Source: an optimization exercise on an open RTL-to-GDS flow (aim: small area and a short achievable clock period). Production flows keep margins and buffers that such runs may drop.
The RTL was checked by simulation tests, not by an equivalence proof against the original design.
Power is estimated from default activity; no workload was simulated.

File: flow/config.mk
export PLATFORM = sky130hd
export DESIGN_NAME = tc_timer_bank
export DESIGN_NICKNAME = tc_timer_bank
export VERILOG_FILES = /design/flow/design.v
export SDC_FILE = /design/flow/constraint.sdc
export NUM_CORES = 4
export LEC_CHECK = 0
export CAP_MARGIN = 20
export CORE_MARGIN = 2
export CORE_UTILIZATION = 40
export SLEW_MARGIN = 20
File: flow/constraint.sdc
create_clock -name core_clock -period 5.0 [get_ports {clk}]
set_input_delay 1.0000 -clock core_clock [delete_from_list [all_inputs] [get_ports {clk}]]
set_output_delay 1.0000 -clock core_clock [all_outputs]
set_load 0.01 [all_outputs]
File: flow/design.v
module tc_timer_bank #(
   parameter int               WIDTH      = 64,
   parameter int               CHANNELS   = 4,
   parameter int               PRESCALE_W = 8,
   parameter logic [WIDTH-1:0] START_TIME = '0,
   parameter int               CH_W       = (CHANNELS > 1) ? $clog2(CHANNELS) : 1
) (
   input  logic                  clk,
   input  logic                  rst,
   input  logic                  en,
   input  logic [PRESCALE_W-1:0] prescale,
   input  logic                  time_wr,
   output logic [WIDTH-1:0]      time_out,
   input  logic                  wr_en,
   input  logic [CH_W-1:0]       wr_ch,
   input  logic [1:0]            wr_addr,
   input  logic [WIDTH-1:0]      wr_data,
   input  logic [CH_W-1:0]       rd_ch,
   input  logic [1:0]            rd_addr,
   output logic [WIDTH-1:0]      rd_data,
   output logic [CHANNELS-1:0]   expire,
   output logic [CHANNELS-1:0]   irq
);
   localparam logic [1:0] A_CTRL   = 2'd0;
   localparam logic [1:0] A_RELOAD = 2'd1;
   localparam logic [1:0] A_COUNT  = 2'd2;
   localparam logic [1:0] A_STATUS = 2'd3;
   logic [PRESCALE_W-1:0] pre_q, pre_d;
   logic [WIDTH-1:0]      tbase_q, tbase_d;
   logic                  tick;
   logic [CHANNELS-1:0]   run_q, run_d;
   logic [CHANNELS-1:0]   per_q, per_d;
   logic [CHANNELS-1:0]   irq_q, irq_d;
   logic [CHANNELS-1:0]   exp_q, exp_d;
   logic [WIDTH-1:0]      reload_q [CHANNELS];
   logic [WIDTH-1:0]      reload_d [CHANNELS];
   logic [WIDTH-1:0]      count_q  [CHANNELS];
   logic [WIDTH-1:0]      count_d  [CHANNELS];
   logic [CHANNELS-1:0]   wr_sel;
   logic [WIDTH-1:0]      rd_q, rd_d;
   always_ff @(posedge clk or posedge rst) begin
      if (rst) begin
         pre_q   <= '0;
         tbase_q <= START_TIME;
         run_q   <= '0;
         per_q   <= '0;
         irq_q   <= '0;
         exp_q   <= '0;
         rd_q    <= '0;
         for (int c = 0; c < CHANNELS; c++) begin
            reload_q[c] <= '0;
            count_q[c]  <= '0;
         end
      end else begin
         pre_q    <= pre_d;
         tbase_q  <= tbase_d;
         run_q    <= run_d;
         per_q    <= per_d;
         irq_q    <= irq_d;
         exp_q    <= exp_d;
         rd_q     <= rd_d;
         for (int c = 0; c < CHANNELS; c++) begin
            reload_q[c] <= reload_d[c];
            count_q[c]  <= count_d[c];
         end
      end
   end
   always_comb begin
      tick    = en && (pre_q >= prescale);
      pre_d   = pre_q;
      if (en) pre_d = tick ? '0 : pre_q + PRESCALE_W'(1);
      tbase_d = tick ? tbase_q + WIDTH'(1) : tbase_q;
      if (time_wr) tbase_d = wr_data;
   end
   always_comb begin
      wr_sel = '0;
      for (int c = 0; c < CHANNELS; c++)
         wr_sel[c] = wr_en && (wr_ch == CH_W'(c));
   end
   always_comb begin
      run_d    = run_q;
      per_d    = per_q;
      irq_d    = irq_q;
      exp_d    = '0;
      for (int c = 0; c < CHANNELS; c++) begin
         reload_d[c] = reload_q[c];
         count_d[c]  = count_q[c];
      end
      for (int c = 0; c < CHANNELS; c++) begin
         if (tick && run_q[c] && !(wr_sel[c] && wr_addr != A_STATUS)) begin
            if (count_q[c] <= WIDTH'(1)) begin
               exp_d[c] = 1'b1;
               irq_d[c] = 1'b1;
               if (per_q[c]) begin
                  count_d[c] = reload_q[c];
               end else begin
                  count_d[c] = '0;
                  run_d[c]   = 1'b0;
               end
            end else begin
               count_d[c] = count_q[c] - WIDTH'(1);
            end
         end
         if (wr_sel[c]) begin
            case (wr_addr)
               A_CTRL: begin
                  run_d[c] = wr_data[0];
                  per_d[c] = wr_data[1];
                  if (!run_q[c] && wr_data[0]) count_d[c] = reload_q[c];
               end
               A_RELOAD: reload_d[c] = wr_data;
               A_COUNT:  count_d[c]  = wr_data;
               default:  if (wr_data[0] && !exp_d[c]) irq_d[c] = 1'b0;
            endcase
         end
      end
   end
   always_comb begin
      rd_d = '0;
      for (int c = 0; c < CHANNELS; c++) begin
         if (rd_ch == CH_W'(c)) begin
            case (rd_addr)
               A_CTRL:   rd_d = WIDTH'({per_q[c], run_q[c]});
               A_RELOAD: rd_d = reload_q[c];
               A_COUNT:  rd_d = count_q[c];
               default:  rd_d = WIDTH'(irq_q[c]);
            endcase
         end
      end
   end
   always_comb begin
      time_out = tbase_q;
      rd_data  = rd_q;
      expire   = exp_q;
      irq      = irq_q;
   end
endmodule
File: flow/run.sh
#!/bin/bash
# synth_recipe.tcl (not shown) runs the flow's synth.tcl, then flattens the netlist and writes it again
# the make line also repeats each setting of config.mk as NAME=value (left out here)
make -C /OpenROAD-flow-scripts/flow DESIGN_CONFIG=/design/flow/config.mk WORK_HOME=/design/flow/orfs CLKGATE_MAP_FILE= SYNTH_SCRIPT=/design/flow/synth_recipe.tcl finish
==> run_results.csv <==
group,metric,value,unit
die,row_count,120,
global_route,first_global_vias,44600,
timing,slew_headroom,17.8,%
global_route,grt_usage,44.8,%
logic_synthesis,synth_top_cell_by_area,"dfrtp_1",
cells_and_area,final_nets,5389,
logic_synthesis,yosysSeqAreaShare,38.7,%
die,core,107000,sq um
routing,dr.first_iter.drc_count,9187,
placement,gp_congestion,1.10,
logic_synthesis,synth_area_leaders,"dfrtp_1 (39%), mux2_2 (8.0%), a21oi_1 (6.3%), o21ai_0 (5.6%), nand2_1 (5.0%)",
routing,vias,49200,
critical_path,path_max_fanout,13,
clocking,root_buffer,"clkbuf_16",
placement,port_buffers,220,
clocking,htree_levels,3,
die,die_w,332,microns
logic_synthesis,synthTopCellsByCount,"dfrtp_1 (664), nand2_1 (570), a21oi_1 (542)",
timing,setup_ws,0.515,ns
placement,post-place-ws,0.723,ns
routing,firstDrtPassIters,6,
cells_and_area,layout-drive-gt1-share,16.1,%
critical_path,cp.required,5.61,ns
logic_synthesis,netlist_instances,5129,
routing,drc,0,
global_route,grt_max_degree,99,
clocking,clock_latency,0.71,ns
logic_synthesis,avgSynthCellArea,8.38,sq um
critical_path,rr_startpoint,"count_q[2][52]",
logic_synthesis,syn_nets,5232,
timing,setup_viol,0,
cells_and_area,fillers,10300,
power_and_ir_drop,powerDensity,404,nW/um^2
global_route,grt_pass1_wl,354000,microns
job,maxCapViolCount,0,
clocking,clockBufferDepth,3,
critical_path,cp.arrival,5.09,ns
timing,report.final.slew_viol_count,0,
clocking,cts.clk_slew.worst_paths,0.06,ns
placement,dp_hpwl,179000,microns
timing,period_share,89.7,%
die,die-area,110000,sq um
critical_path,r2r_setup_slack,0.51,ns
logic_synthesis,ys_types,87,
run_status,status,"finished clean",
global_route,antenna_found_initial,31,
critical_path,r2r_cells,9,
cells_and_area,multi_input_area,24800,sq um
power_and_ir_drop,vdd_drop_max,318,uV
logic_synthesis,synth_most_common_cell,"dfrtp_1",
timing,final.min_clock_period,4.49,ns
clocking,post-cts-setup-buffer-count,0,
logic_synthesis,synthArstFlopShare,100,%
cells_and_area,area_growth,18.6,%
clocking,postCtsHoldBufs,0,
critical_path,end_kind,"flip-flop",
timing,rsz0062_at_grt,"false",
clocking,cts-resized-gates,0,
logic_synthesis,ys_warn_count,5,
die,initial_core_util,40.3,%
logic_synthesis,ys_seq_elements,664,
timing,timing.fmax,223,MHz
power_and_ir_drop,power,20.6,mW
timing,worst_pin_slew,1.22,ns
hold_path,hold_path_end,"reload_q[3][38]",
routing,routed_wl,255000,microns
clocking,clock_sinks,664,
die,die_h,332,microns
logic_synthesis,synth_area,43000,sq um
cells_and_area,seqCellArea,16600,sq um
die,ios,221,
global_route,globalRouteOverflowTotal,0,
logic_synthesis,yosysTopAreaCellShare,38.7,%
hold_path,hold_depth,1,
routing,vias_per_cell,7.27,
timing,finalHoldViolCount,0,
hold_path,hold_path.class,"reg2reg",
logic_synthesis,synth_edf_count,0,
clocking,cts_tree,"done",
routing,wl_per_cell,37.7,microns
critical_path,path_class,"reg2reg",
timing,fin_skew,0.0285,ns
critical_path,r2r-end,"count_q[2][60]",
power_and_ir_drop,p_leak,19.2,nW
clocking,cts_made_buffers,81,
hold_path,worstHoldStart,"reload_q[3][38]",
logic_synthesis,synth-main-ff-cell,"dfrtp_1",
routing,antenna_left,0,
critical_path,start_kind,"flip-flop",
-- per-stage QoR --
step	instance area, sq um	util (%)	hold slack, ns	TNS, ns	instances
6_report	51000	47.8	0.553	0	6768
3_3_place_gp	48200	45.1	0.521	0	6606
4_1_cts	50900	47.7	0.546	0	6754
5_1_grt	51000	47.7	0.582	0	6755
2_1_floorplan	43000	-	0.488	-3372.08	5129
3_5_place_dp	48200	45.1	0.530	0	6606
-- kinds of logic (layout without fill, tap and decap cells) --
| family | Yosys count | in the layout | share of synthesized area (%) |
|---|---|---|---|
| AO/OA/AOI/OAI | 1878 | 1878 | 27.4 |
| XOR/XNOR | 67 | 67 | 1.37 |
| adder cells (fa/ha/maj) | 18 | 18 | 0.524 |
| buffers and inverters | 474 | 696 | 4.27 |
| flip-flops | 664 | 664 | 38.7 |
| multiplexers | 324 | 324 | 8.58 |
| other | 0 | 14 | 0 |
| AND/OR/NAND/NOR | 1704 | 1704 | 19.2 |
-- how the worst max path moves through the flow --
stage,from,endpoint,slack [ns],cells after the start
6_report,count_q[2][52],count_q[2][60],0.51,9
5_1_grt,count_q[2][52],count_q[2][33],0.60,9
4_1_cts,count_q[2][52],count_q[2][33],0.92,9
3_5_place_dp,prescale[0],count_q[0][29],0.72,12
3_3_place_gp,prescale[0],count_q[3][22],0.70,12
2_1_floorplan,rst,count_q[0][0],-5.08,1
-- where the power goes --
| group | switching [mW] | total, mW | internal, mW |
|---|---|---|---|
| Sequential | 1.84 | 8.31 | 6.47 |
| Clock | 2.69 | 6.44 | 3.75 |
| Combinational | 3.63 | 5.82 | 2.19 |
-- layer usage --
metal / part of all wire [%] / GRT usage [%] / up-vias
met4: 10 / 34.4 / 16
met1: 36 / 55.9 / 23800
met3: 15 / 17.6 / 1205
met5: 0.036 / 0 / -
met2: 39 / 61.7 / 4360
li1: - / - / 19800
-- final cells by class --
cell class              count  share of cell area (%)
clock buffers             109                    4.58
multi-input cells        3991                    48.6
well taps                1403                    3.44
clock inverters            39                   0.896
repair buffers            504                    9.50
flip-flops and latches    664                    32.6
inverters                  44                   0.331
diodes                     14                  0.0687
-- state kept, by name, summed over array words and instances, names as in the netlist --
| signal | flops |
|---|---|
| count_q | 256 |
| reload_q | 256 |
| rd_q | 64 |
| tbase_q | 64 |
| pre_q | 8 |
| exp_q | 4 |
| irq_q | 4 |
| per_q | 4 |
| run_q | 4 |
-- critical path, stage by stage (launching register included) --
cell and delay (ns):
dfrtp_1 0.47, or4_1 0.65, nand2b_1 0.39, nor4_2 0.70, nand3_2 0.58, buf_4 0.40
nor2_1 0.68, a22o_1 0.27, a21oi_1 0.08, a32oi_1 0.16
-- layout by cell type, fill, tap and decap left out, drive strengths merged, types with 15 or more instances in the layout --
cell type      Yosys  routed
a32oi             78      78
nand2b            24      24
nor3             167     167
dfrtp            664     664
o31ai             22      22
buf               70     287
o22ai             94      94
xnor2             27      27
nor4              72      72
or3               36      36
or2               40      40
o211ai            24      24
or4               33      33
a22oi             96      96
and3              66      66
a211oi            49      49
o21ai            480     480
a21boi            19      19
a22o              15      15
clkdlybuf4s50      0     217
nand3            211     211
mux2             305     305
and2              27      27
xor2              40      40
o21a              18      18
a311o             17      17
o221ai            22      22
a21o              41      41
nand4             61      61
inv               43      43
a21oi            542     542
clkbuf           360     109
nand2            570     570
nor3b             17      17
a31oi            122     122
clkinv             1      23
nor2             323     323
ha                18      18
a221oi           159     159
and4              20      20

==> static timing again, ports no longer ideal <==
The results above use ideal ports. As a check the final layout listed here was re-extracted and re-timed, cells and wires unchanged.
Step 1, drivers: a clkbuf_16 drives clk and a buf_2 each remaining input, both assumed.
Step 2, shift: input delay + t, output delay - t, t = (earliest + latest rising clock arrival at the registers) / 2. This alone moves slack from input paths to output paths.
Three values: ideal, step 1, step 2; two values: the first two.
shift t [ns]: 0.776
setup WS [ns]: 0.515 / 0.515 / 0.379
hold slack, ns: 0.553 / 0.553 / 0.553
worst data-port slew with drivers (ns): 0.07
pins driven straight from the clock port: 1
After both steps this run still meets setup and hold. For this run, drivers alone change the setup slack by 0.000 ns; drivers and shift together by -0.136 ns.
